From an optimization exercise on the open Yosys and OpenROAD flow, aimed at a short achievable clock period and few clock cycles; shortcuts taken in it are not production practice.
Where RTL was checked, it was by simulation tests only, not by an equivalence proof against the original.
For run 1, only the layout was checked, not whether the RTL still works.
No activity file was given, so power comes from the tool's default toggle rates.

==> flow/design.v <==
`timescale 1ns/1ps
module cpu16 (
    input  logic        clk,
    input  logic        rst_n,
    input  logic [15:0] instr,
    output logic [15:0] pc,
    output logic        wb_valid,
    output logic [3:0]  wb_addr,
    output logic [15:0] wb_data
);
    localparam int NB = 2;   
    function automatic logic [15:0] onehot(input logic [3:0] x);
        onehot = 16'd1 << x;
    endfunction
    function automatic logic [8:0] add8(input logic [7:0] x, input logic [7:0] y,
                                        input logic cin);
        logic [7:0] g, p;
        g = x & y;
        p = x | y;
        g[0] = g[0] | (p[0] & cin);
        for (int k = 1; k < 8; k = k * 2)
            for (int i = 7; i >= k; i--) begin
                g[i] = g[i] | (p[i] & g[i-k]);
                p[i] = p[i] & p[i-k];
            end
        add8 = {g[7], (x ^ {g[6:0], cin}) ^ y};
    endfunction
    function automatic logic is_rtype(input logic [3:0] op);
        is_rtype = (op == 4'd4) || (op == 4'd5) || (op == 4'd8) || (op == 4'd11) ||
                   (op == 4'd12) || (op == 4'd15);
    endfunction
    logic [15:0] regs [1:15];
    logic [15:0] pc_i;
    logic        d_valid;
    logic [15:0] d_ir;
    logic [15:0] d_pc2;
    logic        d_bp;         
    logic [15:0] d_btgt;
    logic [15:0] d_a_oh, d_b_oh, d_d_oh;
    logic [3:0]  d_asrc;
    logic        e1_valid, e1_wrnz, e1_wr;
    logic [3:0]  e1_rd;
    logic        e1_br, e1_bne, e1_pt, e1_red, e1_exact;
    logic        e1_sub, e1_add, e1_nand, e1_or, e1_shl, e1_shr, e1_arith;
    logic [3:0]  e1_amt;
    logic [7:0]  e1_alo, e1_ahi, e1_blo, e1_bhi;    
    logic [15:0] e1_d, e1_pc2, e1_ptgt;
    logic        e1_fa1, e1_fb1, e1_fd1;    
    logic        e1_fa2, e1_fb2, e1_fd2;    
    logic        e2_valid, e2_wrnz, e2_wr;
    logic [3:0]  e2_rd;
    logic        e2_br, e2_bne, e2_red, e2_exact;
    logic        e2_sub, e2_add, e2_nand, e2_or, e2_shl, e2_shr;
    logic [3:0]  e2_amt;
    logic        e2_c8, e2_eqlo, e2_eqhi;
    logic [7:0]  e2_alo, e2_ahi, e2_bhi, e2_shr_hi;
    logic [15:0] e2_d, e2_pc2, e2_ptgt;
    logic        e2_fa1, e2_fb1, e2_fd1;
    logic        e2_tgt_eq;    
    logic [7:0]  lq;           
    logic [15:0] rq;           
    logic        w_wrnz;
    logic [15:1] w_we;
    logic [NB-1:0] btb_v;
    logic [15:0]   btb_tag [NB];
    logic [15:0]   btb_tgt [NB];
    logic [$clog2(NB)-1:0] btb_rr;
    logic [7:0]  a_hi, b_hi, add_hi, nand_hi, or_hi, shl_hi, res_hi;
    logic [15:0] a_full, shl_full, e2_target, e2_tgt_full;
    logic        eq, taken, e2_redir;
    assign a_hi = e2_fa1 ? rq[15:8] : e2_ahi;
    assign b_hi = e2_fb1 ? (rq[15:8] ^ {8{e2_sub}}) : e2_bhi;
    assign a_full   = {a_hi, e2_alo};
    logic [8:0] add_hi9;
    assign add_hi9  = add8(a_hi, b_hi, e2_c8);
    assign add_hi   = add_hi9[7:0];
    assign nand_hi  = ~(a_hi & b_hi);
    assign or_hi    = a_hi | b_hi;
    assign shl_full = a_full << e2_amt;
    assign shl_hi   = shl_full[15:8];
    assign res_hi   = ({8{e2_add}}  & add_hi)
                    | ({8{e2_nand}} & nand_hi)
                    | ({8{e2_or}}   & or_hi)
                    | ({8{e2_shl}}  & shl_hi)
                    | ({8{e2_shr}}  & e2_shr_hi);
    logic eq_hi;
    always_comb begin
        case ({e2_fa1, e2_fb1})
            2'b00:   eq_hi = e2_eqhi;
            2'b10:   eq_hi = (rq[15:8] == e2_bhi);
            2'b01:   eq_hi = (e2_ahi == rq[15:8]);
            default: eq_hi = 1'b1;
        endcase
    end
    assign eq          = e2_eqlo & eq_hi;
    assign taken       = e2_br & (eq ^ e2_bne);
    assign e2_tgt_full = e2_fd1 ? rq : e2_d;
    assign e2_redir    = e2_valid &
                         (taken ? !(e2_red && (e2_exact || (e2_fd1 ? e2_ptgt == rq : e2_tgt_eq))) : e2_red);
    assign e2_target   = taken ? e2_tgt_full : e2_pc2;
    logic [7:0]  a_lo, b_lo, add_lo, nand_lo, or_lo, shl_lo, res_lo, a_hi1;
    logic        c8;
    logic [15:0] shr_full;
    logic [31:0] shr_ext;
    logic        e1_redir;
    assign a_lo  = e1_fa1 ? lq : e1_alo;
    assign b_lo  = e1_fb1 ? (lq ^ {8{e1_sub}}) : e1_blo;
    assign a_hi1 = e1_fa2 ? rq[15:8] : e1_ahi;    
    logic [7:0] a_hi2, b_hi2;
    assign a_hi2 = a_hi1;
    assign b_hi2 = e1_fb2 ? (rq[15:8] ^ {8{e1_sub}}) : e1_bhi;
    assign {c8, add_lo} = add8(a_lo, b_lo, e1_sub);
    assign nand_lo  = ~(a_lo & b_lo);
    assign or_lo    = a_lo | b_lo;
    assign shl_lo   = a_lo << e1_amt;
    assign shr_ext  = {{16{e1_arith & a_hi1[7]}}, a_hi1, a_lo} >> e1_amt;
    assign shr_full = shr_ext[15:0];
    assign res_lo   = ({8{e1_add | e1_sub}} & add_lo)
                    | ({8{e1_nand}} & nand_lo)
                    | ({8{e1_or}}   & or_lo)
                    | ({8{e1_shl}}  & shl_lo)
                    | ({8{e1_shr}}  & shr_full[7:0]);
    assign e1_redir  = e1_valid & e1_pt & !e1_red;
    logic [3:0] d_op, d_rd, d_rs, d_rt;
    assign d_op = d_ir[15:12];
    assign d_rd = d_ir[11:8];
    assign d_rs = d_ir[7:4];
    assign d_rt = d_ir[3:0];
    logic d_wr, d_br, d_jmp, d_zext, d_imm;
    logic d_add, d_sub, d_nand, d_or, d_sh;
    always_comb begin
        d_wr   = 1'b0;
        d_br   = 1'b0;
        d_jmp  = 1'b0;
        d_zext = 1'b0;
        d_imm  = 1'b0;
        d_add  = 1'b0;
        d_sub  = 1'b0;
        d_nand = 1'b0;
        d_or   = 1'b0;
        d_sh   = 1'b0;
        case (d_op)
            4'd0:  begin d_wr = 1'b1; d_sh = 1'b1; end
            4'd3:  d_jmp = 1'b1;
            4'd4, 4'd5: d_br = 1'b1;
            4'd6:  begin d_wr = 1'b1; d_imm = 1'b1; d_or = 1'b1; end
            4'd7:  begin d_wr = 1'b1; d_imm = 1'b1; d_nand = 1'b1; end
            4'd8:  begin d_wr = 1'b1; d_add = 1'b1; end
            4'd9:  begin d_wr = 1'b1; d_imm = 1'b1; d_add = 1'b1; end
            4'd10: begin d_wr = 1'b1; d_imm = 1'b1; d_zext = 1'b1; d_add = 1'b1; end
            4'd11: begin d_wr = 1'b1; d_nand = 1'b1; end
            4'd12: begin d_wr = 1'b1; d_sub = 1'b1; end
            4'd13: begin d_wr = 1'b1; d_imm = 1'b1; d_sub = 1'b1; end
            4'd14: begin d_wr = 1'b1; d_imm = 1'b1; d_zext = 1'b1; d_sub = 1'b1; end
            4'd15: begin d_wr = 1'b1; d_or = 1'b1; end
            default: ;
        endcase
    end
    logic d_shr, d_pt;
    assign d_shr = d_sh & d_rt[1];
    assign d_pt  = d_br & ((d_rs == d_rt) ^ d_op[0]);
    logic [15:0] vr [16];
    always_comb begin
        vr[0] = 16'd0;
        for (int i = 1; i < 16; i++) vr[i] = w_we[i] ? rq : regs[i];
    end
    logic [15:0] rd_a, rd_b, rd_d;
    always_comb begin
        rd_a = 16'd0;
        rd_b = 16'd0;
        rd_d = 16'd0;
        for (int i = 1; i < 16; i++) begin
            rd_a = rd_a | ({16{d_a_oh[i]}} & vr[i]);
            rd_b = rd_b | ({16{d_b_oh[i]}} & vr[i]);
            rd_d = rd_d | ({16{d_d_oh[i]}} & vr[i]);
        end
    end
    logic fa1, fb1, fd1, fa2, fb2, fd2;
    assign fa1 = e1_valid && e1_wrnz && e1_rd == d_asrc;
    assign fb1 = e1_valid && e1_wrnz && e1_rd == d_rt && !d_imm;
    assign fd1 = e1_valid && e1_wrnz && e1_rd == d_rd;
    assign fa2 = e2_valid && e2_wrnz && e2_rd == d_asrc;
    assign fb2 = e2_valid && e2_wrnz && e2_rd == d_rt && !d_imm;
    assign fd2 = e2_valid && e2_wrnz && e2_rd == d_rd;
    logic [15:0] d_imm16, d_bv;
    assign d_imm16 = {(d_zext ? 8'd0 : {8{d_ir[7]}}), d_ir[7:0]};
    assign d_bv    = (d_imm ? d_imm16 : rd_b) ^ {16{d_sub}};
    logic d_stall;
    assign d_stall = d_valid & d_shr & fa1;
    logic        d_redir;
    logic [15:0] d_target;
    assign d_redir  = d_valid & d_jmp;
    assign d_target = d_pc2 + {4'd0, d_ir[11:0]};
    logic [3:0] f_op, f_rd, f_rs, f_rt, f_asrc;
    assign f_op   = instr[15:12];
    assign f_rd   = instr[11:8];
    assign f_rs   = instr[7:4];
    assign f_rt   = instr[3:0];
    assign f_asrc = is_rtype(f_op) ? f_rs : f_rd;
    logic [15:0]   pc2;
    logic [NB-1:0] btb_hit;
    logic [15:0]   f_btgt;
    assign pc2 = pc_i + 16'd2;
    always_comb begin
        f_btgt = 16'd0;
        for (int i = 0; i < NB; i++) begin
            btb_hit[i] = btb_v[i] && btb_tag[i] == pc_i;
            f_btgt = f_btgt | ({16{btb_hit[i]}} & btb_tgt[i]);
        end
    end
    logic f_bp;
    assign f_bp = |btb_hit;
    logic kill_d, kill_e1, take_f;
    assign kill_e1 = e2_redir;                  
    assign kill_d  = e2_redir | e1_redir;       
    assign take_f  = !kill_d && !d_redir && !d_stall;
    logic        s_e1d, s_e1q, s_e1r, s_d, s_h, s_b, s_s;
    logic [15:0] pc_rest;
    assign s_e1d = e1_redir & !e1_fd1 & !e1_fd2;
    assign s_e1q = e1_redir & !e1_fd1 &  e1_fd2;
    assign s_e1r = e1_redir &  e1_fd1;
    assign s_d   = !e1_redir & d_redir;
    assign s_h   = !e1_redir & !d_redir & d_stall;
    assign s_b   = !e1_redir & !d_redir & !d_stall & f_bp;
    assign s_s   = !e1_redir & !d_redir & !d_stall & !f_bp;
    assign pc_rest = ({16{s_e1d}} & e1_d)
                   | ({16{s_e1q}} & rq)
                   | ({16{s_e1r}} & {res_hi, lq})
                   | ({16{s_d}}   & d_target)
                   | ({16{s_h}}   & pc_i)
                   | ({16{s_b}}   & f_btgt)
                   | ({16{s_s}}   & pc2);
    logic        started;
    logic [15:0] pc_next;
    assign pc_next = !started ? 16'd0 : e2_redir ? e2_target : pc_rest;
    always_ff @(posedge clk) begin
        pc <= pc_next;
    end
    always_ff @(posedge clk or negedge rst_n) begin
        if (!rst_n) begin
            started  <= 1'b0;
            pc_i     <= 16'd0;
            d_valid  <= 1'b0;
            e1_valid <= 1'b0;
            e2_valid <= 1'b0;
            w_wrnz   <= 1'b0;
            w_we     <= '0;
            wb_valid <= 1'b0;
        end else begin
            started  <= 1'b1;
            pc_i     <= pc_next;
            d_valid  <= started & (take_f | (d_stall & !kill_d));
            e1_valid <= d_valid && !kill_d && !d_stall;
            e2_valid <= e1_valid && !kill_e1;
            w_wrnz   <= e2_valid && e2_wrnz;
            for (int i = 1; i < 16; i++) w_we[i] <= e2_valid && e2_wrnz && (e2_rd == 4'(i));
            wb_valid <= e2_valid && e2_wr;
        end
    end
    always_ff @(posedge clk) begin
        if (!d_stall) begin
            d_ir   <= instr;
            d_pc2  <= pc2;
            d_bp   <= f_bp;
            d_btgt <= f_btgt;
            d_a_oh <= onehot(f_asrc);
            d_b_oh <= onehot(f_rt);
            d_d_oh <= onehot(f_rd);
            d_asrc <= f_asrc;
        end
    end
    always_ff @(posedge clk) begin
        e1_wrnz  <= d_wr && (d_rd != 4'd0);
        e1_wr    <= d_wr;
        e1_rd    <= d_rd;
        e1_br    <= d_br;
        e1_bne   <= d_op[0];
        e1_pt    <= d_pt;
        e1_red   <= d_bp;
        e1_exact <= !d_bp;
        e1_ptgt  <= d_btgt;
        e1_pc2   <= d_pc2;
        e1_add   <= d_add;
        e1_sub   <= d_sub;
        e1_nand  <= d_nand;
        e1_or    <= d_or;
        e1_shl   <= d_sh & !d_rt[1];
        e1_shr   <= d_shr;
        e1_arith <= d_rt[1] & d_rt[0];
        e1_amt   <= d_rs;
        e1_fa1   <= fa1;
        e1_fb1   <= fb1;
        e1_fd1   <= fd1;
        e1_fa2   <= fa2 & !fa1;
        e1_fb2   <= fb2 & !fb1;
        e1_fd2   <= fd2 & !fd1;
        e1_alo   <= fa2 ? lq : rd_a[7:0];
        e1_ahi   <= rd_a[15:8];
        e1_blo   <= fb2 ? (lq ^ {8{d_sub}}) : d_bv[7:0];
        e1_bhi   <= d_bv[15:8];
        e1_d     <= rd_d;
    end
    always_ff @(posedge clk) begin
        e2_wrnz   <= e1_wrnz;
        e2_wr     <= e1_wr;
        e2_rd     <= e1_rd;
        e2_br     <= e1_br;
        e2_bne    <= e1_bne;
        e2_red    <= e1_red | e1_redir;
        e2_exact  <= e1_red ? e1_exact : 1'b1;
        e2_ptgt   <= e1_ptgt;
        e2_pc2    <= e1_pc2;
        e2_add    <= e1_add | e1_sub;
        e2_sub    <= e1_sub;
        e2_nand   <= e1_nand;
        e2_or     <= e1_or;
        e2_shl    <= e1_shl;
        e2_shr    <= e1_shr;
        e2_amt    <= e1_amt;
        e2_c8     <= c8;
        e2_eqlo   <= (a_lo == b_lo);
        e2_alo    <= a_lo;
        e2_ahi    <= a_hi2;
        e2_bhi    <= b_hi2;
        e2_eqhi   <= (a_hi2 == b_hi2);
        e2_shr_hi <= shr_full[15:8];
        e2_d      <= e1_fd2 ? rq : e1_d;
        e2_tgt_eq <= e1_ptgt == (e1_fd2 ? rq : e1_d);
        e2_fa1    <= e1_fa1;
        e2_fb1    <= e1_fb1;
        e2_fd1    <= e1_fd1;
        lq        <= res_lo;
    end
    always_ff @(posedge clk) begin
        rq      <= {res_hi, lq};
        wb_addr <= e2_rd;
        wb_data <= {res_hi, lq} & {16{e2_valid & e2_wr}};    
        for (int i = 1; i < 16; i++) begin
            if (w_we[i]) regs[i] <= rq;
        end
    end
    logic          u_v;
    logic [15:0]   u_tgt, u_pc;
    logic [NB-1:0] u_hit;
    always_comb begin
        for (int i = 0; i < NB; i++) u_hit[i] = btb_v[i] && btb_tag[i] == u_pc;
    end
    always_ff @(posedge clk or negedge rst_n) begin
        if (!rst_n) begin
            u_v    <= 1'b0;
            btb_v  <= '0;
            btb_rr <= '0;
        end else begin
            u_v <= e2_valid && taken;
            if (u_v && !(|u_hit)) begin
                btb_v[btb_rr] <= 1'b1;
                btb_rr        <= btb_rr + 1'b1;
            end
        end
    end
    always_ff @(posedge clk) begin
        u_pc  <= e2_pc2 - 16'd2;
        u_tgt <= e2_tgt_full;
        for (int i = 0; i < NB; i++) begin
            if (u_v && ((|u_hit) ? u_hit[i] : (btb_rr == i))) begin
                btb_tag[i] <= u_pc;
                btb_tgt[i] <= u_tgt;
            end
        end
    end
endmodule
==> flow/run.sh <==
#!/bin/bash
# synth_recipe.tcl (not shown) runs the flow's synth.tcl, then flattens the netlist and writes it again
# the make line also repeats each setting of config.mk as NAME=value (left out here)
make -C /OpenROAD-flow-scripts/flow DESIGN_CONFIG=/design/flow/config.mk WORK_HOME=/design/flow/orfs CLKGATE_MAP_FILE= SYNTH_SCRIPT=/design/flow/synth_recipe.tcl finish
==> flow/config.mk <==
export PLATFORM = sky130hd
export DESIGN_NAME = cpu16
export DESIGN_NICKNAME = cpu16
export VERILOG_FILES = /design/flow/design.v
export SDC_FILE = /design/flow/constraint.sdc
export NUM_CORES = 4
export LEC_CHECK = 0
export ABC_CLOCK_PERIOD_IN_PS = 2500
export CAP_MARGIN = 20
export CORE_MARGIN = 2
export CORE_UTILIZATION = 40
export SETUP_SLACK_MARGIN = 5
export SLEW_MARGIN = 20
==> flow/constraint.sdc <==
create_clock -name core_clock -period 7.5 [get_ports {clk}]
set_input_delay 1.5000 -clock core_clock [delete_from_list [all_inputs] [get_ports {clk}]]
set_output_delay 1.5000 -clock core_clock [all_outputs]
set_load 0.01 [all_outputs]
==> results of run 1 <==
cells in the final DEF (no fill, tap or decap), drive strengths merged, types with 8 or more instances in the layout:
master         Yosys  routed
a211oi             8       8
a21oi            100     100
a221oi            60      60
a222oi            37      37
a22o              64      64
a22oi            221     221
a31oi             11      11
and2              13      13
and3              41      41
buf               56     198
clkbuf           174     121
clkdlybuf4s50      0      12
clkinv             2      28
dfrtp             40      40
dfxtp            557     557
edfxtp           162     162
ha                36      36
inv               73      74
mux2             302     302
mux2i             85      85
mux4              10      10
nand2            122     122
nand2b            23      23
nand3             67      69
nand4             71      71
nor2             150     150
nor2b              9       9
nor3              31      31
nor4              20      20
o211ai            12      13
o21ai             90      90
o21bai             9       9
o22ai             18      18
xnor2            193     193
xor2              43      43
cells by family (layout without fill, tap and decap cells):
family / after synthesis / count (layout)
flops: 759 / 759
compound gates: 687 / 688
simple gates: 569 / 571
mux: 397 / 397
buf+inv: 305 / 442
xor+xnor: 236 / 236
fa+ha+maj: 43 / 43
other cells: 1 / 1
area by class of cell:
class                   instances  area, µm²  share of cell area, %
clock buffers                 121       2380                   6.05
clock inverters                32        408                   1.04
inverters                      75        287                  0.728
multi-input cells            1936      15800                   40.2
flip-flops and latches        759      17100                   43.5
well taps                    1070       1340                   3.40
repair buffers                214       2020                   5.14
worst register-to-register path: cells and delay by family, from the launching register on:
family	cells	cell delay, ns
AOI/OAI and AO/OA	2	0.27
adders and majority gates	1	0.30
buffers and inverters	4	0.55
DFF	1	0.40
muxes	1	0.33
and+or+nand+nor	5	0.91
repair_timing:
action	in CTS	in global routing
cloned	5	0
pin swaps	40	19
resized for setup	346	96
setup buffers	68	18
endpoints found under the setup margin	277	207
metrics by stage:
stage                     power (mW)  cell area (µm²)  cells  worst slack, ns  utilization (%)
after floorplan                 7.43            33300   2997             4.72                -
after global placement          8.52            34800   3960             3.32             42.4
after detailed placement        8.59            34800   3961             3.33             42.4
after CTS                       12.8            38800   4187             4.68             47.3
after global routing            13.5            39300   4207             4.53             48.0
final                           13.0            39300   4207             4.62             48.0
registers in the layout (all words and copies together) (netlist names), 16 cells and up:
register / flops
e1_ptgt: 16
d_btgt: 16
e2_pc2: 16
btb_tgt: 32
d_ir: 16
e2_d: 16
e2_ptgt: 16
e1_pc2: 16
regs: 240
rq: 16
btb_tag: 32
u_tgt: 16
wb_data: 16
d_pc2: 16
u_pc: 16
pc_i: 16
pc: 16
e1_d: 16
report_power, final:
group / internal [mW] / leakage [nW] / switching, mW
combinational: 1.32 / 6.80 / 1.98
sequential: 5.01 / 6.88 / 0.597
clock: 2.40 / 1.36 / 1.73
metal layers:
metal / share of wire [%] / up-vias
met5: 0.019 / -
li1: - / 11300
met4: 5.9 / 4
met2: 43 / 1799
met3: 11 / 557
met1: 40 / 13000
how the worst max path moves through the flow:
| stage | from | end | slack (ns) |
|---|---|---|---|
| finish | e2_fa1 | pc_i[7] | 4.62 |
| detailed placement | e2_fb1 | pc_i[10] | 3.33 |
| global route | e2_fa1 | pc_i[6] | 4.53 |
| global placement | e2_fb1 | pc_i[10] | 3.32 |
| CTS | e2_fb1 | pc_i[1] | 4.68 |
| floorplan | e2_fb1 | pc_i[14] | 4.72 |
==> run_results.csv, run 1 <==
group,metric,value,unit
worst_setup_path,crit_family,"simple AND/OR/NAND/NOR gates",
worst_setup_path,cp_max_fo,8,
logic_synthesis,syn_area,33100,µm²
timing,max_slew_margin,9.05,%
timing,slew_viol_final,0,
global_route,use_met3,8.14,%
worst_setup_path,crit_chain,"clkinv_4 > buf_4 > ha_1 > nand2_1 > nor2_2 > o2111ai_2 > or3_4 > nand3_4 > buf_4 > buf_16 > mux2_2 > nor2_1 > a311oi_2",
logic_synthesis,yosysMostFrequentCell,"dfxtp_1",
floorplan,fp.dieH,292,µm
timing,tightest_slew,1.36,ns
finish,syn2layout_area_growth,18.9,%
floorplan,start_util,40.4,%
timing,finalCritPeriodShare,38.3,%
timing,fin_skew,0.0505,ns
worst_setup_path,r2r_start,"e2_fa1",
logic_synthesis,synth_compound_area_share,15.0,%
worst_setup_path,crit_type,"reg2reg",
worst_setup_path,slowest_stage,"dfxtp_4",
global_route,antenna_found_initial,2,
logic_synthesis,synth_cell_types,80,
floorplan,dieArea,85000,µm²
global_route,grt_first_pass_wirelength,183000,µm
routing,drt_iter0_drc,4019,
timing,hold_violations,0,
placed_design,io_buffers,54,
worst_setup_path,reg2reg_depth,13,
floorplan,coreArea,82000,µm²
worst_setup_path,critPathRequiredTime,8.00,ns
logic_synthesis,synth_area_leaders,"dfxtp_1 (34%), edfxtp_1 (15%), mux2_2 (10%)",
cts,cts.sinks,759,
worst_setup_path,worst-path-buf-inv,4,
logic_synthesis,synthSimpleGateAreaFrac,8.43,%
global_route,grt_util_met2,44.9,%
timing,min_period,2.88,ns
min_path,hold_depth,0,
logic_synthesis,synth_top_family_by_area,"compound AO/OA/AOI/OAI gates",
pwr,p_leak,15.0,nW
routing,via_per_inst,6.32,
finish,drive_above_1_share,26.5,%
floorplan,fp.dieW,292,µm
logic_synthesis,synth_nets,3056,
worst_setup_path,slowest_delay,0.40,ns
logic_synthesis,yosys.area.top_type,"dfxtp_1",
cts,path_clk_slew,0.06,ns
global_route,grt.busiest_layer,"met2",
cts,holdBufCountCts,0,
floorplan,rows,105,
placed_design,dp_hpwl,81600,µm
finish,nFillCells,7401,
worst_setup_path,end_kind,"flip-flop",
cts,cts_buffers,82,
logic_synthesis,muxShareOfSynthArea,13.5,%
worst_setup_path,worstReg2RegEnd,"pc_i[7]",
logic_synthesis,synthAdderAreaFrac,1.73,%
routing,drtPass1Iterations,12,
finish,finalNetCount,3127,
logic_synthesis,synth.avg_cell_area,11.0,µm²
global_route,gr-total-overflow,0,
cts,clockBufferDepth,3,
logic_synthesis,yosys_most_used_dff,"dfxtp_1",
min_path,hp-class,"reg2reg",
min_path,hold_start,"e1_pc2[2]",
routing,wl,128000,µm
logic_synthesis,yosysSeqAreaShare,51.4,%
global_route,grt_usage,29.2,%
routing,num_vias,26600,
global_route,grt_max_degree,74,
routing,wl_per_cell,30.4,µm
min_path,min_to,"e2_pc2[2]",
job,cap_violations,0,
logic_synthesis,yosysWarningCount,5,
logic_synthesis,synth-async-reset-ratio,5.27,%
cts,cts_root_buf,"clkbuf_16",
routing,ant_nets,0,
global_route,grt_pass1_vias,26200,
logic_synthesis,netlist.area_leader.share,33.7,%
logic_synthesis,synth_edf_count,162,
timing,finalSetupViolations,0,
timing,rsz0062_at_grt,"yes",
worst_setup_path,arrival,3.38,ns
logic_synthesis,synth-xor-area-share,6.25,%
placed_design,gp_congestion,0.982,
routing,drc,0,
pwr,irDropWorstVdd,0.198,mV
finish,antenna_cells,0,
worst_setup_path,rrSetupSlack,4.62,ns
cts,clock_latency,0.66,ns
worst_setup_path,cp.depth,13,
pwr,powerDensity,331,nW/µm²
timing,holdWs,0.327,ns
floorplan,ioPinCount,55,
worst_setup_path,cpMostUsedCell,"buf_4",
logic_synthesis,synthCells,2997,
global_route,use_met1,37.9,%
cts,tritoncts,"built",
cts,cts-htree-levels,3,
timing,max_freq,348,MHz
worst_setup_path,cp-start-kind,"flip-flop",
run_status,status,"finished clean",
timing,finalSetupTns,0,ns
logic_synthesis,synthTopCellsByCount,"dfxtp_1 (557), mux2_2 (302), a22oi_1 (221)",
logic_synthesis,synth_seq_cells,759,
==> run 2: changes to the inputs <==
--- a/flow/design.v
+++ b/flow/design.v
@@ -32,4 +32,7 @@
     logic [15:0] regs [1:15];
     logic [15:0] pc_i;
+    logic        r_redir;
+    logic [15:0] r_tgt, r_pc2;
+    logic        r_taken;
     logic        d_valid;
     logic [15:0] d_ir;
@@ -41,5 +44,6 @@
     logic        e1_valid, e1_wrnz, e1_wr;
     logic [3:0]  e1_rd;
-    logic        e1_br, e1_bne, e1_pt, e1_red, e1_exact;
+    logic        e1_br, e1_bne, e1_pt, e1_red, e1_exact, e1_jmp;
+    logic        e1_known, e1_deq;    
     logic        e1_sub, e1_add, e1_nand, e1_or, e1_shl, e1_shr, e1_arith;
     logic [3:0]  e1_amt;
@@ -51,4 +55,5 @@
     logic [3:0]  e2_rd;
     logic        e2_br, e2_bne, e2_red, e2_exact;
+    logic        e2_pend;      
     logic        e2_sub, e2_add, e2_nand, e2_or, e2_shl, e2_shr;
     logic [3:0]  e2_amt;
@@ -65,7 +70,7 @@
     logic [15:0]   btb_tag [NB];
     logic [15:0]   btb_tgt [NB];
-    logic [$clog2(NB)-1:0] btb_rr;
+    logic          btb_rr;    
     logic [7:0]  a_hi, b_hi, add_hi, nand_hi, or_hi, shl_hi, res_hi;
-    logic [15:0] a_full, shl_full, e2_target, e2_tgt_full;
+    logic [15:0] a_full, shl_full, e2_tgt_full;
     logic        eq, taken, e2_redir;
     assign a_hi = e2_fa1 ? rq[15:8] : e2_ahi;
@@ -96,7 +101,9 @@
     assign taken       = e2_br & (eq ^ e2_bne);
     assign e2_tgt_full = e2_fd1 ? rq : e2_d;
-    assign e2_redir    = e2_valid &
-                         (taken ? !(e2_red && (e2_exact || (e2_fd1 ? e2_ptgt == rq : e2_tgt_eq))) : e2_red);
-    assign e2_target   = taken ? e2_tgt_full : e2_pc2;
+    logic e2_early;
+    assign e2_early    = e2_valid & !r_redir & e2_pend;
+    assign e2_redir    = e2_valid & !r_redir &
+                         (taken ? !(e2_pend || (e2_red && (e2_exact || (e2_fd1 ? e2_ptgt == rq : e2_tgt_eq))))
+                                : (e2_red || e2_pend));
     logic [7:0]  a_lo, b_lo, add_lo, nand_lo, or_lo, shl_lo, res_lo, a_hi1;
     logic        c8;
@@ -121,5 +128,9 @@
                     | ({8{e1_shl}}  & shl_lo)
                     | ({8{e1_shr}}  & shr_full[7:0]);
-    assign e1_redir  = e1_valid & e1_pt & !e1_red;
+    logic e1_take, e1_go, e1_undo;
+    assign e1_take   = e1_br & (e1_known ? (e1_deq ^ e1_bne) : e1_pt);
+    assign e1_go     = e1_take & !e1_red & !e1_fd1;
+    assign e1_undo   = e1_br & !e1_take & e1_red;
+    assign e1_redir  = e1_valid & (e1_jmp | e1_go | e1_undo);
     logic [3:0] d_op, d_rd, d_rs, d_rt;
     assign d_op = d_ir[15:12];
@@ -188,8 +199,4 @@
     logic d_stall;
     assign d_stall = d_valid & d_shr & fa1;
-    logic        d_redir;
-    logic [15:0] d_target;
-    assign d_redir  = d_valid & d_jmp;
-    assign d_target = d_pc2 + {4'd0, d_ir[11:0]};
     logic [3:0] f_op, f_rd, f_rs, f_rt, f_asrc;
     assign f_op   = instr[15:12];
@@ -212,26 +219,30 @@
     assign f_bp = |btb_hit;
     logic kill_d, kill_e1, take_f;
-    assign kill_e1 = e2_redir;                  
-    assign kill_d  = e2_redir | e1_redir;       
-    assign take_f  = !kill_d && !d_redir && !d_stall;
-    logic        s_e1d, s_e1q, s_e1r, s_d, s_h, s_b, s_s;
+    assign kill_e1 = r_redir | e2_early;
+    assign kill_d  = r_redir | e2_early | e1_redir;
+    assign take_f  = !kill_d && !d_stall;
+    logic [15:0] d_pc;
+    assign d_pc = d_pc2 - 16'd2;
+    logic        s_e2q, s_e1d, s_e1q, s_e1u, s_h, s_b, s_s;
     logic [15:0] pc_rest;
-    assign s_e1d = e1_redir & !e1_fd1 & !e1_fd2;
-    assign s_e1q = e1_redir & !e1_fd1 &  e1_fd2;
-    assign s_e1r = e1_redir &  e1_fd1;
-    assign s_d   = !e1_redir & d_redir;
-    assign s_h   = !e1_redir & !d_redir & d_stall;
-    assign s_b   = !e1_redir & !d_redir & !d_stall & f_bp;
-    assign s_s   = !e1_redir & !d_redir & !d_stall & !f_bp;
-    assign pc_rest = ({16{s_e1d}} & e1_d)
+    assign s_e2q = e2_early;
+    assign s_e1d = !e2_early & e1_redir & !e1_undo & !e1_fd2;
+    assign s_e1q = !e2_early & e1_redir & !e1_undo &  e1_fd2;
+    assign s_e1u = !e2_early & e1_redir &  e1_undo;
+    assign s_h   = !e2_early & !e1_redir & d_stall;
+    assign s_b   = !e2_early & !e1_redir & !d_stall & f_bp;
+    assign s_s   = !e2_early & !e1_redir & !d_stall & !f_bp;
+    assign pc_rest = ({16{s_e2q}} & rq)
+                   | ({16{s_e1d}} & e1_d)
                    | ({16{s_e1q}} & rq)
-                   | ({16{s_e1r}} & {res_hi, lq})
-                   | ({16{s_d}}   & d_target)
-                   | ({16{s_h}}   & pc_i)
+                   | ({16{s_e1u}} & e1_pc2)
+                   | ({16{s_h}}   & d_pc)
                    | ({16{s_b}}   & f_btgt)
                    | ({16{s_s}}   & pc2);
     logic        started;
+    logic        e2_ok;        
+    assign e2_ok = e2_valid & !r_redir;
     logic [15:0] pc_next;
-    assign pc_next = !started ? 16'd0 : e2_redir ? e2_target : pc_rest;
+    assign pc_next = !started ? 16'd0 : r_redir ? (r_taken ? r_tgt : r_pc2) : pc_rest;
     always_ff @(posedge clk) begin
         pc <= pc_next;
@@ -240,4 +251,5 @@
         if (!rst_n) begin
             started  <= 1'b0;
+            r_redir  <= 1'b0;
             pc_i     <= 16'd0;
             d_valid  <= 1'b0;
@@ -249,15 +261,16 @@
         end else begin
             started  <= 1'b1;
+            r_redir  <= e2_redir;
             pc_i     <= pc_next;
-            d_valid  <= started & (take_f | (d_stall & !kill_d));
+            d_valid  <= started & take_f;
             e1_valid <= d_valid && !kill_d && !d_stall;
             e2_valid <= e1_valid && !kill_e1;
-            w_wrnz   <= e2_valid && e2_wrnz;
-            for (int i = 1; i < 16; i++) w_we[i] <= e2_valid && e2_wrnz && (e2_rd == 4'(i));
-            wb_valid <= e2_valid && e2_wr;
+            w_wrnz   <= e2_ok && e2_wrnz;
+            for (int i = 1; i < 16; i++) w_we[i] <= e2_ok && e2_wrnz && (e2_rd == 4'(i));
+            wb_valid <= e2_ok && e2_wr;
         end
     end
     always_ff @(posedge clk) begin
-        if (!d_stall) begin
+        begin
             d_ir   <= instr;
             d_pc2  <= pc2;
@@ -277,4 +290,6 @@
         e1_bne   <= d_op[0];
         e1_pt    <= d_pt;
+        e1_known <= !(fa1 | fa2 | fb1 | fb2);
+        e1_deq   <= (rd_a == rd_b);
         e1_red   <= d_bp;
         e1_exact <= !d_bp;
@@ -291,13 +306,14 @@
         e1_fa1   <= fa1;
         e1_fb1   <= fb1;
-        e1_fd1   <= fd1;
+        e1_fd1   <= fd1 & !d_jmp;
+        e1_jmp   <= d_jmp;
         e1_fa2   <= fa2 & !fa1;
         e1_fb2   <= fb2 & !fb1;
-        e1_fd2   <= fd2 & !fd1;
+        e1_fd2   <= fd2 & !fd1 & !d_jmp;
         e1_alo   <= fa2 ? lq : rd_a[7:0];
         e1_ahi   <= rd_a[15:8];
         e1_blo   <= fb2 ? (lq ^ {8{d_sub}}) : d_bv[7:0];
         e1_bhi   <= d_bv[15:8];
-        e1_d     <= rd_d;
+        e1_d     <= d_jmp ? d_pc2 + {4'd0, d_ir[11:0]} : rd_d;
     end
     always_ff @(posedge clk) begin
@@ -307,5 +323,6 @@
         e2_br     <= e1_br;
         e2_bne    <= e1_bne;
-        e2_red    <= e1_red | e1_redir;
+        e2_red    <= (e1_red & !e1_undo) | e1_go;
+        e2_pend   <= e1_take & !e1_red & e1_fd1;
         e2_exact  <= e1_red ? e1_exact : 1'b1;
         e2_ptgt   <= e1_ptgt;
@@ -335,5 +352,8 @@
         rq      <= {res_hi, lq};
         wb_addr <= e2_rd;
-        wb_data <= {res_hi, lq} & {16{e2_valid & e2_wr}};    
+        wb_data <= {res_hi, lq} & {16{e2_ok & e2_wr}};    
+        r_tgt    <= e2_tgt_full;
+        r_pc2    <= e2_pc2;
+        r_taken  <= taken;
         for (int i = 1; i < 16; i++) begin
             if (w_we[i]) regs[i] <= rq;
@@ -352,5 +372,5 @@
             btb_rr <= '0;
         end else begin
-            u_v <= e2_valid && taken;
+            u_v <= e2_ok && taken;
             if (u_v && !(|u_hit)) begin
                 btb_v[btb_rr] <= 1'b1;
==> run_results.csv, run 2 <==
group,metric,value,unit
global_route,grt_usage,27.2,%
timing,finalSetupViolations,0,
pwr,powerDensity,332,nW/µm²
floorplan,fp.dieH,291,µm
floorplan,coreArea,82000,µm²
worst_setup_path,arrival,1.13,ns
worst_setup_path,cp-start-kind,"flip-flop",
timing,hold_violations,0,
cts,cts_buffers,83,
logic_synthesis,synth_area_leaders,"dfxtp_1 (41%), mux2_2 (9.2%), edfxtp_1 (5.8%)",
global_route,grt_first_pass_wirelength,171000,µm
finish,final_common_cell,"dfxtp_1",
pwr,irDropWorstVdd,0.208,mV
finish,drive_above_1_share,28.4,%
finish,reg_top3,"regs (240), btb_tag (32), btb_tgt (32)",
timing,tightest_slew,1.41,ns
logic_synthesis,synth_edf_count,64,
worst_setup_path,crit_family,"flip-flops",
logic_synthesis,yosys_most_used_dff,"dfxtp_1",
placed_design,placed_cell_area,34500,µm²
floorplan,rows,105,
routing,wl,121000,µm
cts,cts-htree-levels,3,
routing,drtPass1Iterations,10,
global_route,grt_max_degree,42,
timing,max_slew_margin,5.89,%
global_route,antenna_found_initial,5,
cts,clockBufferDepth,3,
pwr,comb_power_share,25.4,%
logic_synthesis,yosys.area.top_type,"dfxtp_1",
placed_design,io_buffers,54,
routing,ant_nets,0,
placed_design,gp_congestion,0.970,
cts,holdBufCountCts,0,
finish,regMostFlops,"regs",
finish,largest_reg_flops,240,
cts,cts.sinks,777,
logic_synthesis,synth-async-reset-ratio,5.28,%
routing,wl_per_cell,27.7,µm
floorplan,fp.dieW,291,µm
floorplan,dieArea,84900,µm²
logic_synthesis,yosysMostFrequentCell,"dfxtp_1",
finish,layout_common_cells,"dfxtp_1 (613), mux2_2 (268), a22oi_1 (240), xnor2_1 (187), buf_4 (182)",
worst_setup_path,slowest_delay,0.36,ns
logic_synthesis,synth_cell_types,86,
routing,num_vias,26400,
pwr,switching_share,33.1,%
logic_synthesis,synth_nets,3159,
worst_setup_path,slowest_stage,"dfxtp_4",
logic_synthesis,synthTopCellsByCount,"dfxtp_1 (672), mux2_2 (270), a22oi_1 (242)",
placed_design,dp_hpwl,75700,µm
cts,cts_root_buf,"clkbuf_16",
timing,slew_viol_final,0,
min_path,hp-class,"reg2reg",
finish,finalNetCount,3290,
pwr,pwr-share-clk,32.3,%
pwr,pwr-share-seq,42.3,%
floorplan,start_util,40.3,%
routing,drt_iter0_drc,4136,
logic_synthesis,synth.avg_cell_area,10.7,µm²
pwr,p_leak,15.7,nW
run_status,status,"finished clean",
finish,syn2layout_area_growth,20.8,%
logic_synthesis,syn_area,33000,µm²
finish,nFillCells,7427,
worst_setup_path,end_kind,"primary output",
timing,fin_skew,0.0209,ns
worst_setup_path,crit_chain,"buf_6",
global_route,gr-total-overflow,0,
cts,clock_latency,0.65,ns
timing,rsz0062_at_grt,"yes",
pwr,netSwitchingPower,4.38,mW
timing,finalCritPeriodShare,35.0,%
finish,fin_util,48.7,%
timing,max_freq,380,MHz
logic_synthesis,synth_seq_cells,777,
routing,via_per_inst,6.05,
cts,path_clk_slew,0.06,ns
worst_setup_path,worst-path-buf-inv,1,
finish,final_cell_area,39900,µm²
logic_synthesis,yosysSeqAreaShare,49.6,%
routing,drc,0,
floorplan,ioPinCount,55,
job,cap_violations,0,
logic_synthesis,netlist.area_leader.share,40.7,%
timing,min_period,2.63,ns
cts,tritoncts,"built",
worst_setup_path,critPathRequiredTime,6.00,ns
logic_synthesis,synthCells,3097,
global_route,grt_pass1_vias,24700,
pwr,p_int,8.86,mW
timing,finalSetupTns,0,ns
worst_setup_path,crit_type,"reg2out",
worst_setup_path,cp_max_fo,1,
logic_synthesis,yosysWarningCount,5,
run 2: metal layers:
metal  track usage, %  wire length, µm
met2             39.9            51200
met5                0               12
met4             11.4             5800
met1             36.8            50000
met3             8.56            13600
run 2: final cells by class:
| type | count | area (µm²) | share of cell area, % |
|---|---|---|---|
| Clock buffer | 109 | 2320 | 5.81 |
| Antenna cell | 1 | 2.50 | 0.00627 |
| Tap cell | 1070 | 1340 | 3.35 |
| Inverter | 73 | 305 | 0.765 |
| Sequential cell | 777 | 16500 | 41.4 |
| Clock inverter | 42 | 524 | 1.31 |
| Timing Repair Buffer | 277 | 2560 | 6.42 |
| Multi-Input combinational cell | 2016 | 16300 | 40.9 |
run 2: kinds of logic after synthesis:
logic type	Yosys count	synth area share, %
mux	376	12.9
buf+inv	305	3.91
simple gates	637	9.35
flops	777	49.6
compound gates	687	15.2
fa+ha+maj	45	1.81
xor+xnor	269	7.13
other cells	1	0.0113
run 2: worst paths after layout:
kind	depth (start not counted)	startpoint	slack (ns)	end
worst min-delay path	0	d_btgt[2]	0.32	e1_ptgt[2]
worst min register to register	0	d_btgt[2]	0.32	e1_ptgt[2]
min in group asynchronous	2	rst_n	0.95	pc_i[9]
max in group asynchronous	2	rst_n	6.06	w_we[6]
worst max register to register	6	d_b_oh[4]	4.87	e1_deq
worst max-delay path	1	pc[6]	4.87	pc[6]
run 2: through the flow:
stage | power [mW] | std cells | hold slack, ns | worst slack [ns]
after floorplan | 7.51 | 3097 | 0.310 | 4.74
after global placement | 8.57 | 4050 | 0.310 | 3.93
after detailed placement | 8.59 | 4050 | 0.313 | 3.88
after CTS | 13.0 | 4249 | 0.310 | 4.81
after global routing | 13.7 | 4364 | 0.332 | 4.82
final | 13.2 | 4365 | 0.324 | 4.87
run 2: repair_timing:
item,4_1_cts,5_1_grt
endpoints found under the hold margin,0,0
cloned,0,1
resized for setup,333,177
setup buffers,48,114
pin swaps,32,77
setup endpoints to repair,203,151
run 2: power by group through the flow:
stage / logic (mW) / registers (mW) / clock network, mW
after global placement: 2.93 / 5.64 / 0
final: 3.36 / 5.61 / 4.27
after global routing: 3.56 / 5.67 / 4.50
after CTS: 3.07 / 5.57 / 4.31
after detailed placement: 2.93 / 5.66 / 0
after floorplan: 2.20 / 5.31 / 0
Testbench counts of run 2, summed over its fixed seeds: cycles 30,994.
==> run 3: changes to the inputs <==
--- a/flow/design.v
+++ b/flow/design.v
@@ -15,8 +15,7 @@
     function automatic logic [8:0] add8(input logic [7:0] x, input logic [7:0] y,
                                         input logic cin);
-        logic [7:0] g, p;
+        logic [7:0] g, p, c;
         g = x & y;
         p = x | y;
-        g[0] = g[0] | (p[0] & cin);
         for (int k = 1; k < 8; k = k * 2)
             for (int i = 7; i >= k; i--) begin
@@ -24,5 +23,6 @@
                 p[i] = p[i] & p[i-k];
             end
-        add8 = {g[7], (x ^ {g[6:0], cin}) ^ y};
+        c = g | (p & {8{cin}});
+        add8 = {c[7], (x ^ {c[6:0], cin}) ^ y};
     endfunction
     function automatic logic is_rtype(input logic [3:0] op);
@@ -45,5 +45,5 @@
     logic [3:0]  e1_rd;
     logic        e1_br, e1_bne, e1_pt, e1_red, e1_exact, e1_jmp;
-    logic        e1_known, e1_deq;    
+    logic        e1_known;            
     logic        e1_sub, e1_add, e1_nand, e1_or, e1_shl, e1_shr, e1_arith;
     logic [3:0]  e1_amt;
@@ -55,5 +55,7 @@
     logic [3:0]  e2_rd;
     logic        e2_br, e2_bne, e2_red, e2_exact;
-    logic        e2_pend;      
+    logic        e2_s_ee, e2_s_re, e2_s_era, e2_s_ers, e2_s_rra, e2_s_rrs;   
+    logic [7:0]  e2_s0, e2_s1;    
+    logic [7:0]  e2_shl_x;
     logic        e2_sub, e2_add, e2_nand, e2_or, e2_shl, e2_shr;
     logic [3:0]  e2_amt;
@@ -72,21 +74,34 @@
     logic          btb_rr;    
     logic [7:0]  a_hi, b_hi, add_hi, nand_hi, or_hi, shl_hi, res_hi;
-    logic [15:0] a_full, shl_full, e2_tgt_full;
+    logic [15:0] e2_tgt_full;
     logic        eq, taken, e2_redir;
     assign a_hi = e2_fa1 ? rq[15:8] : e2_ahi;
-    assign b_hi = e2_fb1 ? (rq[15:8] ^ {8{e2_sub}}) : e2_bhi;
-    assign a_full   = {a_hi, e2_alo};
-    logic [8:0] add_hi9;
-    assign add_hi9  = add8(a_hi, b_hi, e2_c8);
-    assign add_hi   = add_hi9[7:0];
+    assign b_hi = e2_fb1 ? rq[15:8] : e2_bhi;    
+    logic [8:0] add_re, add_er, sub_er;
+    logic [7:0] add_ee, add_rr, sub_rr;
+    assign add_ee = e2_c8 ? e2_s1 : e2_s0;
+    assign add_re = add8(rq[15:8], e2_bhi, e2_c8);
+    assign add_er = add8(e2_ahi, rq[15:8], e2_c8);
+    assign sub_er = add8(~e2_ahi, rq[15:8], ~e2_c8);
+    assign add_rr = {rq[14:8], e2_c8};
+    assign sub_rr = {8{~e2_c8}};
     assign nand_hi  = ~(a_hi & b_hi);
     assign or_hi    = a_hi | b_hi;
-    assign shl_full = a_full << e2_amt;
-    assign shl_hi   = shl_full[15:8];
-    assign res_hi   = ({8{e2_add}}  & add_hi)
-                    | ({8{e2_nand}} & nand_hi)
-                    | ({8{e2_or}}   & or_hi)
-                    | ({8{e2_shl}}  & shl_hi)
-                    | ({8{e2_shr}}  & e2_shr_hi);
+    assign shl_hi   = (a_hi << e2_amt) | e2_shl_x;    
+    function automatic logic [7:0] pick_hi(input logic m);
+        pick_hi = ({8{m & e2_s_ee}}   & add_ee)
+                | ({8{m & e2_s_re}}   & add_re[7:0])
+                | ({8{m & e2_s_era}}  & add_er[7:0])
+                | ({8{m & e2_s_ers}}  & ~sub_er[7:0])
+                | ({8{m & e2_s_rra}}  & add_rr)
+                | ({8{m & e2_s_rrs}}  & sub_rr)
+                | ({8{m & e2_nand}}   & nand_hi)
+                | ({8{m & e2_or}}     & or_hi)
+                | ({8{m & e2_shl}}    & shl_hi)
+                | ({8{m & e2_shr}}    & e2_shr_hi);
+    endfunction
+    logic [7:0] wb_hi;
+    assign res_hi = pick_hi(1'b1);
+    assign wb_hi  = pick_hi(e2_ok & e2_wr);
     logic eq_hi;
     always_comb begin
@@ -101,9 +116,7 @@
     assign taken       = e2_br & (eq ^ e2_bne);
     assign e2_tgt_full = e2_fd1 ? rq : e2_d;
-    logic e2_early;
-    assign e2_early    = e2_valid & !r_redir & e2_pend;
     assign e2_redir    = e2_valid & !r_redir &
-                         (taken ? !(e2_pend || (e2_red && (e2_exact || (e2_fd1 ? e2_ptgt == rq : e2_tgt_eq))))
-                                : (e2_red || e2_pend));
+                         (taken ? !(e2_red && (e2_exact || (e2_fd1 ? e2_ptgt == rq : e2_tgt_eq)))
+                                : e2_red);
     logic [7:0]  a_lo, b_lo, add_lo, nand_lo, or_lo, shl_lo, res_lo, a_hi1;
     logic        c8;
@@ -117,4 +130,7 @@
     assign a_hi2 = a_hi1;
     assign b_hi2 = e1_fb2 ? (rq[15:8] ^ {8{e1_sub}}) : e1_bhi;
+    logic [8:0] s0_hi, s1_hi;
+    assign s0_hi = add8(a_hi2, b_hi2, 1'b0);
+    assign s1_hi = add8(a_hi2, b_hi2, 1'b1);
     assign {c8, add_lo} = add8(a_lo, b_lo, e1_sub);
     assign nand_lo  = ~(a_lo & b_lo);
@@ -129,6 +145,8 @@
                     | ({8{e1_shr}}  & shr_full[7:0]);
     logic e1_take, e1_go, e1_undo;
+    logic e1_deq;
+    assign e1_deq    = ({e1_ahi, e1_alo} == {e1_bhi, e1_blo});
     assign e1_take   = e1_br & (e1_known ? (e1_deq ^ e1_bne) : e1_pt);
-    assign e1_go     = e1_take & !e1_red & !e1_fd1;
+    assign e1_go     = e1_take & !e1_red;
     assign e1_undo   = e1_br & !e1_take & e1_red;
     assign e1_redir  = e1_valid & (e1_jmp | e1_go | e1_undo);
@@ -219,20 +237,19 @@
     assign f_bp = |btb_hit;
     logic kill_d, kill_e1, take_f;
-    assign kill_e1 = r_redir | e2_early;
-    assign kill_d  = r_redir | e2_early | e1_redir;
+    assign kill_e1 = r_redir;
+    assign kill_d  = r_redir | e1_redir;
     assign take_f  = !kill_d && !d_stall;
     logic [15:0] d_pc;
     assign d_pc = d_pc2 - 16'd2;
-    logic        s_e2q, s_e1d, s_e1q, s_e1u, s_h, s_b, s_s;
+    logic        s_fast, s_e1d, s_e1q, s_e1u, s_h, s_b, s_s;
     logic [15:0] pc_rest;
-    assign s_e2q = e2_early;
-    assign s_e1d = !e2_early & e1_redir & !e1_undo & !e1_fd2;
-    assign s_e1q = !e2_early & e1_redir & !e1_undo &  e1_fd2;
-    assign s_e1u = !e2_early & e1_redir &  e1_undo;
-    assign s_h   = !e2_early & !e1_redir & d_stall;
-    assign s_b   = !e2_early & !e1_redir & !d_stall & f_bp;
-    assign s_s   = !e2_early & !e1_redir & !d_stall & !f_bp;
-    assign pc_rest = ({16{s_e2q}} & rq)
-                   | ({16{s_e1d}} & e1_d)
+    assign s_fast = e1_valid & e1_go & e1_fd1;    
+    assign s_e1d = e1_redir & !e1_undo & !e1_fd1 & !e1_fd2;
+    assign s_e1q = e1_redir & !e1_undo & !e1_fd1 &  e1_fd2;
+    assign s_e1u = e1_redir &  e1_undo;
+    assign s_h   = !e1_redir & d_stall;
+    assign s_b   = !e1_redir & !d_stall & f_bp;
+    assign s_s   = !e1_redir & !d_stall & !f_bp;
+    assign pc_rest = ({16{s_e1d}} & e1_d)
                    | ({16{s_e1q}} & rq)
                    | ({16{s_e1u}} & e1_pc2)
@@ -244,5 +261,6 @@
     assign e2_ok = e2_valid & !r_redir;
     logic [15:0] pc_next;
-    assign pc_next = !started ? 16'd0 : r_redir ? (r_taken ? r_tgt : r_pc2) : pc_rest;
+    assign pc_next = !started ? 16'd0 : r_redir ? (r_taken ? r_tgt : r_pc2) :
+                     s_fast ? {res_hi, lq} : pc_rest;
     always_ff @(posedge clk) begin
         pc <= pc_next;
@@ -291,5 +309,4 @@
         e1_pt    <= d_pt;
         e1_known <= !(fa1 | fa2 | fb1 | fb2);
-        e1_deq   <= (rd_a == rd_b);
         e1_red   <= d_bp;
         e1_exact <= !d_bp;
@@ -324,5 +341,13 @@
         e2_bne    <= e1_bne;
         e2_red    <= (e1_red & !e1_undo) | e1_go;
-        e2_pend   <= e1_take & !e1_red & e1_fd1;
+        e2_s_ee   <= (e1_add | e1_sub) & !e1_fa1 & !e1_fb1;
+        e2_s_re   <= (e1_add | e1_sub) &  e1_fa1 & !e1_fb1;
+        e2_s_era  <=  e1_add & !e1_fa1 &  e1_fb1;
+        e2_s_ers  <=  e1_sub & !e1_fa1 &  e1_fb1;
+        e2_s_rra  <=  e1_add &  e1_fa1 &  e1_fb1;
+        e2_s_rrs  <=  e1_sub &  e1_fa1 &  e1_fb1;
+        e2_s0     <= s0_hi[7:0];
+        e2_s1     <= s1_hi[7:0];
+        e2_shl_x  <= 8'(({8'd0, a_lo} << e1_amt) >> 8);
         e2_exact  <= e1_red ? e1_exact : 1'b1;
         e2_ptgt   <= e1_ptgt;
@@ -352,5 +377,5 @@
         rq      <= {res_hi, lq};
         wb_addr <= e2_rd;
-        wb_data <= {res_hi, lq} & {16{e2_ok & e2_wr}};    
+        wb_data <= {wb_hi, lq & {8{e2_ok & e2_wr}}};    
         r_tgt    <= e2_tgt_full;
         r_pc2    <= e2_pc2;
==> run_results.csv, run 3 <==
group,metric,value,unit
logic_synthesis,yosysWarningCount,5,
finish,final_cell_area,41400,µm²
worst_setup_path,cp-start-kind,"flip-flop",
logic_synthesis,yosysSeqAreaShare,48.4,%
floorplan,fp.dieW,298,µm
timing,min_period,2.64,ns
global_route,antenna_found_initial,4,
routing,via_per_inst,6.09,
logic_synthesis,synthCells,3331,
timing,finalSetupViolations,0,
worst_setup_path,end_kind,"flip-flop",
logic_synthesis,yosys.area.top_type,"dfxtp_1",
global_route,use_met3,8.58,%
logic_synthesis,synth_area_leaders,"dfxtp_1 (40%), mux2_2 (9.4%), edfxtp_1 (5.6%)",
timing,hold_violations,0,
timing,finalCritPeriodShare,35.2,%
logic_synthesis,synth.avg_cell_area,10.4,µm²
timing,rsz0062_at_grt,"yes",
finish,regMostFlops,"regs",
global_route,gr-total-overflow,0,
finish,nFillCells,7793,
floorplan,ioPinCount,55,
pwr,powerDensity,338,nW/µm²
cts,clockBufferDepth,3,
timing,finalSetupTns,0,ns
routing,drt_iter0_drc,4189,
routing,drtPass1Iterations,9,
routing,wl_per_cell,27.8,µm
global_route,grt_usage,27.8,%
worst_setup_path,crit_type,"reg2reg",
routing,wl,128000,µm
logic_synthesis,yosysMostFrequentCell,"dfxtp_1",
floorplan,rows,107,
finish,drive_above_1_share,26.1,%
global_route,grt_first_pass_wirelength,184000,µm
logic_synthesis,netlist.area_leader.share,39.9,%
timing,max_slew_margin,13.8,%
run_status,status,"finished clean",
floorplan,coreArea,85400,µm²
placed_design,placed_cell_area,36300,µm²
logic_synthesis,synthTopCellsByCount,"dfxtp_1 (690), mux2_2 (288), a22oi_1 (240)",
finish,reg_top3,"regs (240), btb_tag (32), btb_tgt (32)",
pwr,p_leak,16.0,nW
floorplan,dieArea,88900,µm²
worst_setup_path,cp_max_fo,7,
routing,num_vias,28100,
min_path,hp-class,"reg2reg",
global_route,use_met1,37.4,%
cts,cts_root_buf,"clkbuf_16",
logic_synthesis,synth_edf_count,64,
cts,clock_latency,0.65,ns
worst_setup_path,critPathRequiredTime,8.03,ns
logic_synthesis,synth_seq_cells,795,
finish,seq_area,16900,µm²
logic_synthesis,synth_cell_types,84,
routing,drc,0,
routing,ant_nets,0,
logic_synthesis,syn_area,34600,µm²
finish,layout_common_cells,"dfxtp_1 (612), mux2_2 (286), a22oi_1 (239), xnor2_1 (207), nor2_1 (163)",
placed_design,dp_hpwl,80800,µm
cts,tritoncts,"built",
finish,syn2layout_area_growth,19.7,%
global_route,grt_util_met2,41.2,%
cts,cts.sinks,795,
global_route,grt_max_degree,43,
timing,max_freq,379,MHz
floorplan,fp.dieH,298,µm
worst_setup_path,arrival,3.17,ns
logic_synthesis,yosys_most_used_dff,"dfxtp_1",
global_route,grt_pass1_vias,26500,
placed_design,io_buffers,54,
placed_design,gp_congestion,0.919,
pwr,irDropWorstVdd,0.224,mV
cts,cts-htree-levels,3,
finish,largest_reg_flops,240,
cts,cts_buffers,82,
logic_synthesis,synth-async-reset-ratio,5.16,%
finish,final_common_cell,"dfxtp_1",
timing,fin_skew,0.0269,ns
global_route,grt.busiest_layer,"met2",
logic_synthesis,synth_nets,3408,
timing,slew_viol_final,0,
finish,finalNetCount,3475,
cts,path_clk_slew,0.06,ns
timing,tightest_slew,1.29,ns
job,cap_violations,0,
finish,multi_input_area,17400,µm²
floorplan,start_util,40.5,%
## run 3: changes by cell type in the layout (fill, tap and decap cells not counted), sizes merged, moves of 19 or more
cell / delta
o22ai: +19
nor2: -23
o21ai: +35
a222oi: -19
buf: -50
inv: +45
## run 3: critical path: stages (launching register included)
cell	delay [ns]
dfxtp_4	0.38
buf_8	0.12
mux4_2	0.47
a22o_1	0.22
a21oi_2	0.15
nor2b_2	0.06
a2111oi_4	0.41
inv_2	0.12
a221o_1	0.32
o31a_1	0.26
## run 3: per-stage QoR
stage / hold WS, ns / worst slack, ns / util, % / std cells / total power [mW]
floorplan: 0.310 / 4.87 / - / 3331 / 7.85
global placement: 0.311 / 3.75 / 42.5 / 4354 / 8.94
detailed placement: 0.313 / 3.72 / 42.5 / 4354 / 8.98
CTS: 0.325 / 4.84 / 47.4 / 4565 / 13.7
global route: 0.335 / 4.79 / 48.5 / 4609 / 14.5
finish: 0.326 / 4.86 / 48.5 / 4614 / 14.0
## run 3: path summary, 6_finish.rpt
check | from | end | slack, ns | depth (start not counted)
setup reg to reg | rq[8] | pc_i[10] | 4.86 | 9
hold reg to reg | d_btgt[6] | e1_ptgt[6] | 0.33 | 0
min in group asynchronous | rst_n | d_valid | 0.94 | 2
setup / recovery | rq[8] | pc_i[10] | 4.86 | 9
hold / removal | d_btgt[6] | e1_ptgt[6] | 0.33 | 0
max in group asynchronous | rst_n | pc_i[1] | 6.05 | 2
## run 3: cell type report
| class | count | share of cell area (%) |
|---|---|---|
| sequential | 795 | 40.9 |
| clock inverter | 41 | 1.38 |
| multi-input combinational | 2172 | 42.0 |
| clock buffer | 110 | 5.71 |
| inverter | 114 | 1.08 |
| antenna | 5 | 0.0302 |
| tap | 1144 | 3.46 |
| timing repair buffer | 233 | 5.49 |
## run 3: timing repair
item,CTS,global route
hold buffers,0,0
pin swaps,58,59
gates cloned,4,1
resized for setup,364,136
setup buffers,56,43
setup endpoints to repair,153,186
## run 3: cells by family (layout without fill, tap and decap cells)
family | count (synthesis) | after routing | share of synthesized area, %
other cells | 1 | 6 | 0.0108
buf+inv | 365 | 498 | 3.99
mux | 382 | 382 | 12.4
fa+ha+maj | 63 | 63 | 2.38
compound gates | 774 | 774 | 16.0
simple gates | 666 | 667 | 9.53
xor+xnor | 285 | 285 | 7.21
flops | 795 | 795 | 48.4
## run 3: per-layer routing
| layer | wire length, µm | up-vias |
|---|---|---|
| met2 | 53700 | 1786 |
| met5 | 27 | - |
| li1 | - | 12300 |
| met1 | 53200 | 13600 |
| met3 | 14700 | 492 |
| met4 | 6660 | 4 |
## run 3: power by group
group	switching (mW)	internal, mW
sequential	0.657	5.11
clock	1.78	2.65
combinational	2.18	1.62
Testbench counts of run 3, summed over its fixed seeds: cycles 30,368.
==> run 4: changes to the inputs <==
--- a/flow/config.mk
+++ b/flow/config.mk
@@ -9,5 +9,5 @@
 export CAP_MARGIN = 20
 export CORE_MARGIN = 2
-export CORE_UTILIZATION = 40
+export CORE_UTILIZATION = 55
 export SETUP_SLACK_MARGIN = 5
 export SLEW_MARGIN = 20
==> run_results.csv, run 4 <==
group,metric,value,unit
logic_synthesis,synth_area_leaders,"dfxtp_1 (40%), mux2_2 (9.4%), edfxtp_1 (5.6%)",
floorplan,fp.dieH,255,µm
finish,final_common_cell,"dfxtp_1",
pwr,pwr-share-seq,41.8,%
pwr,irDropWorstVdd,0.202,mV
timing,min_period,2.74,ns
placed_design,placed_cell_area,35900,µm²
timing,slew_viol_final,0,
logic_synthesis,yosysSeqAreaShare,48.4,%
finish,largest_reg_flops,240,
logic_synthesis,synthSimpleGateAreaFrac,9.53,%
logic_synthesis,syn_area,34600,µm²
routing,via_per_inst,6.66,
timing,max_slew_margin,9.90,%
cts,cts_root_buf,"clkbuf_16",
pwr,p_int,9.20,mW
routing,drt_iter0_drc,4105,
cts,tritoncts,"built",
routing,wl_per_cell,30.1,µm
logic_synthesis,yosysWarningCount,5,
timing,tightest_slew,1.35,ns
floorplan,fp.dieW,255,µm
logic_synthesis,yosys.area.top_type,"dfxtp_1",
worst_setup_path,cp_max_fo,7,
timing,hold_violations,0,
finish,drive_above_1_share,25.7,%
floorplan,rows,91,
logic_synthesis,synthAdderAreaFrac,2.38,%
cts,clock_latency,0.65,ns
min_path,hp-class,"reg2reg",
routing,drtPass1Iterations,13,
floorplan,coreArea,61900,µm²
worst_setup_path,crit_type,"reg2reg",
routing,drc,0,
logic_synthesis,synth_nets,3408,
timing,fin_skew,0.0418,ns
pwr,p_leak,15.9,nW
worst_setup_path,arrival,3.22,ns
worst_setup_path,critPathRequiredTime,7.98,ns
logic_synthesis,synth_cell_types,84,
pwr,pwr-share-clk,30.8,%
cts,clockBufferDepth,3,
placed_design,gp_congestion,0.948,
finish,layout_common_cells,"dfxtp_1 (615), mux2_2 (285), a22oi_1 (240), xnor2_1 (211), nor2_1 (163)",
logic_synthesis,synth-async-reset-ratio,5.16,%
logic_synthesis,synthCells,3331,
floorplan,start_util,55.9,%
pwr,comb_power_share,27.4,%
logic_synthesis,synthTopCellsByCount,"dfxtp_1 (690), mux2_2 (288), a22oi_1 (240)",
finish,final_cell_area,40900,µm²
cts,cts.sinks,795,
pwr,netSwitchingPower,4.61,mW
placed_design,dp_hpwl,80600,µm
timing,finalCritPeriodShare,36.5,%
floorplan,ioPinCount,55,
placed_design,io_buffers,54,
worst_setup_path,cp-start-kind,"flip-flop",
logic_synthesis,synth-xor-area-share,7.21,%
timing,max_freq,365,MHz
global_route,grt_usage,38.9,%
logic_synthesis,yosys_most_used_dff,"dfxtp_1",
timing,finalSetupTns,0,ns
timing,rsz0062_at_grt,"yes",
finish,layoutNonFillerInstCount,4298,
routing,ant_nets,0,
cts,cts_buffers,84,
run_status,status,"finished clean",
timing,finalSetupViolations,0,
cts,holdBufCountCts,0,
timing,holdWs,0.326,ns
placed_design,dpl.cell_count,4039,
routing,wl,130000,µm
finish,nFillCells,4885,
global_route,grt_pass1_vias,27500,
logic_synthesis,synth_compound_area_share,16.0,%
logic_synthesis,netlist.area_leader.share,39.9,%
pwr,powerDensity,338,nW/µm²
finish,multi_input_area,17400,µm²
job,cap_violations,0,
floorplan,dieArea,64900,µm²
finish,regMostFlops,"regs",
logic_synthesis,yosysMostFrequentCell,"dfxtp_1",
logic_synthesis,synth_edf_count,64,
logic_synthesis,synth_top_family_by_area,"compound AO/OA/AOI/OAI gates",
worst_setup_path,end_kind,"flip-flop",
finish,seq_area,16900,µm²
cts,cts-htree-levels,3,
global_route,gr-total-overflow,0,
finish,reg_top3,"regs (240), btb_tag (32), btb_tgt (32)",
logic_synthesis,muxShareOfSynthArea,12.4,%
global_route,grt_max_degree,43,
logic_synthesis,synth_seq_cells,795,
finish,syn2layout_area_growth,18.1,%
cts,path_clk_slew,0.06,ns
finish,finalNetCount,3468,
global_route,antenna_found_initial,8,
global_route,grt_first_pass_wirelength,184000,µm
logic_synthesis,synth.avg_cell_area,10.4,µm²
routing,num_vias,28600,
pwr,switching_share,33.4,%
## run 4: cell counts after synthesis
No cell type changed its count.
## run 4: power by group through the flow
stage / Sequential [mW] / Clock, mW / Combinational (mW)
final: 5.77 / 4.26 / 3.78
after detailed placement: 5.85 / 0 / 3.11
after floorplan: 5.43 / 0 / 2.42
after global placement: 5.81 / 0 / 3.07
after global routing: 5.83 / 4.44 / 3.98
after CTS: 5.72 / 4.28 / 3.53
## run 4: what timing repair did
item                                    CTS  global route
setup buffers                            65            30
gates resized for setup                 336           167
pin swaps                                45            64
endpoints found under the setup margin  143           187
gates cloned                              7             1
hold endpoints to repair                  0             0
## run 4: area by class of cell
class | count | area share [%]
multi-input combinational | 2172 | 42.5
clock buffer | 122 | 6.17
clock inverter | 33 | 0.781
tap | 837 | 2.56
sequential | 795 | 41.4
inverter | 114 | 1.10
timing repair buffer | 224 | 5.49
antenna | 1 | 0.00612
## run 4: cells by family after synthesis
family,after synthesis
AO/OA/AOI/OAI,774
XOR/XNOR,285
adder cells (fa/ha/maj),63
buffers and inverters,365
flip-flops,795
multiplexers,382
other,1
AND/OR/NAND/NOR,666
## run 4: layer usage
metal,routed length [µm],share of wire (%),GRT usage (%)
met1,50400,39,49.4
met2,56100,43,59.5
met3,14700,11,12.4
met4,8350,6.4,20.2
met5,73,0.056,0
## run 4: path summary, 6_finish.rpt
check	end	startpoint	depth (start not counted)	slack, ns
hold reg to reg	e1_ptgt[3]	d_btgt[3]	0	0.33
max in group asynchronous	w_we[6]	rst_n	1	6.07
hold / removal	e1_ptgt[3]	d_btgt[3]	0	0.33
setup / recovery	pc_i[14]	e1_bhi[4]	10	4.76
min in group asynchronous	r_redir	rst_n	1	0.90
setup reg to reg	pc_i[14]	e1_bhi[4]	10	4.76
## run 4: per-stage QoR
stage	total power [mW]	setup slack, ns	util [%]
final	13.8	4.76	66.0
after global routing	14.3	4.68	66.0
after CTS	13.5	4.83	64.5
after detailed placement	8.96	3.70	57.9
after global placement	8.89	3.74	57.9
after floorplan	7.85	4.87	-
## run 4: worst max-delay path: stages, from the launching register on
cell,delay (ns)
dfxtp_2,0.33
xnor2_2,0.20
nand4_1,0.16
nor4_4,0.31
buf_6,0.18
buf_12,0.11
mux2i_4,0.39
a2111o_2,0.31
o21ba_1,0.19
o31ai_2,0.31
a311oi_2,0.09

[what the ideal ports hide]
How much do the figures lean on ideal ports? The routed layouts below were timed once more, with nothing changed but the port constraints. Step 1, drivers: a clkbuf_16 drives clk and a buf_2 each remaining input, both assumed. Step 2 moves the port delays by t, midway between the first and last clock arrival at a register: inputs arrive t later, outputs are due t later. That takes back most of the time a late clock gives input paths. Slacks: ideal / step 1 / step 2; pairs: ideal / step 1.
| run | t (ns) | slack for setup (ns) | worst hold slack (ns) | clock arrival spread, ns | pins driven straight from the clock port |
|---|---|---|---|---|---|
| run 1 | 0.703 | 4.625 / 4.625 / 4.328 | 0.327 / 0.327 / 0.327 | 0.054 / 0.054 | 1 |
| run 2 | 0.702 | 4.872 / 4.808 / 4.410 | 0.324 / 0.324 / 0.324 | 0.022 / 0.021 | 1 |
| run 3 | 0.706 | 4.862 / 4.811 / 4.364 | 0.326 / 0.326 / 0.326 | 0.027 / 0.027 | 1 |
| run 4 | 0.701 | 4.762 / 4.762 / 4.439 | 0.326 / 0.326 / 0.326 | 0.043 / 0.043 | 1 |
After both steps every run listed still meets setup and hold. The setup slack of run 3, which loses most, moves by -0.051 ns with the drivers and by -0.498 ns with both steps.
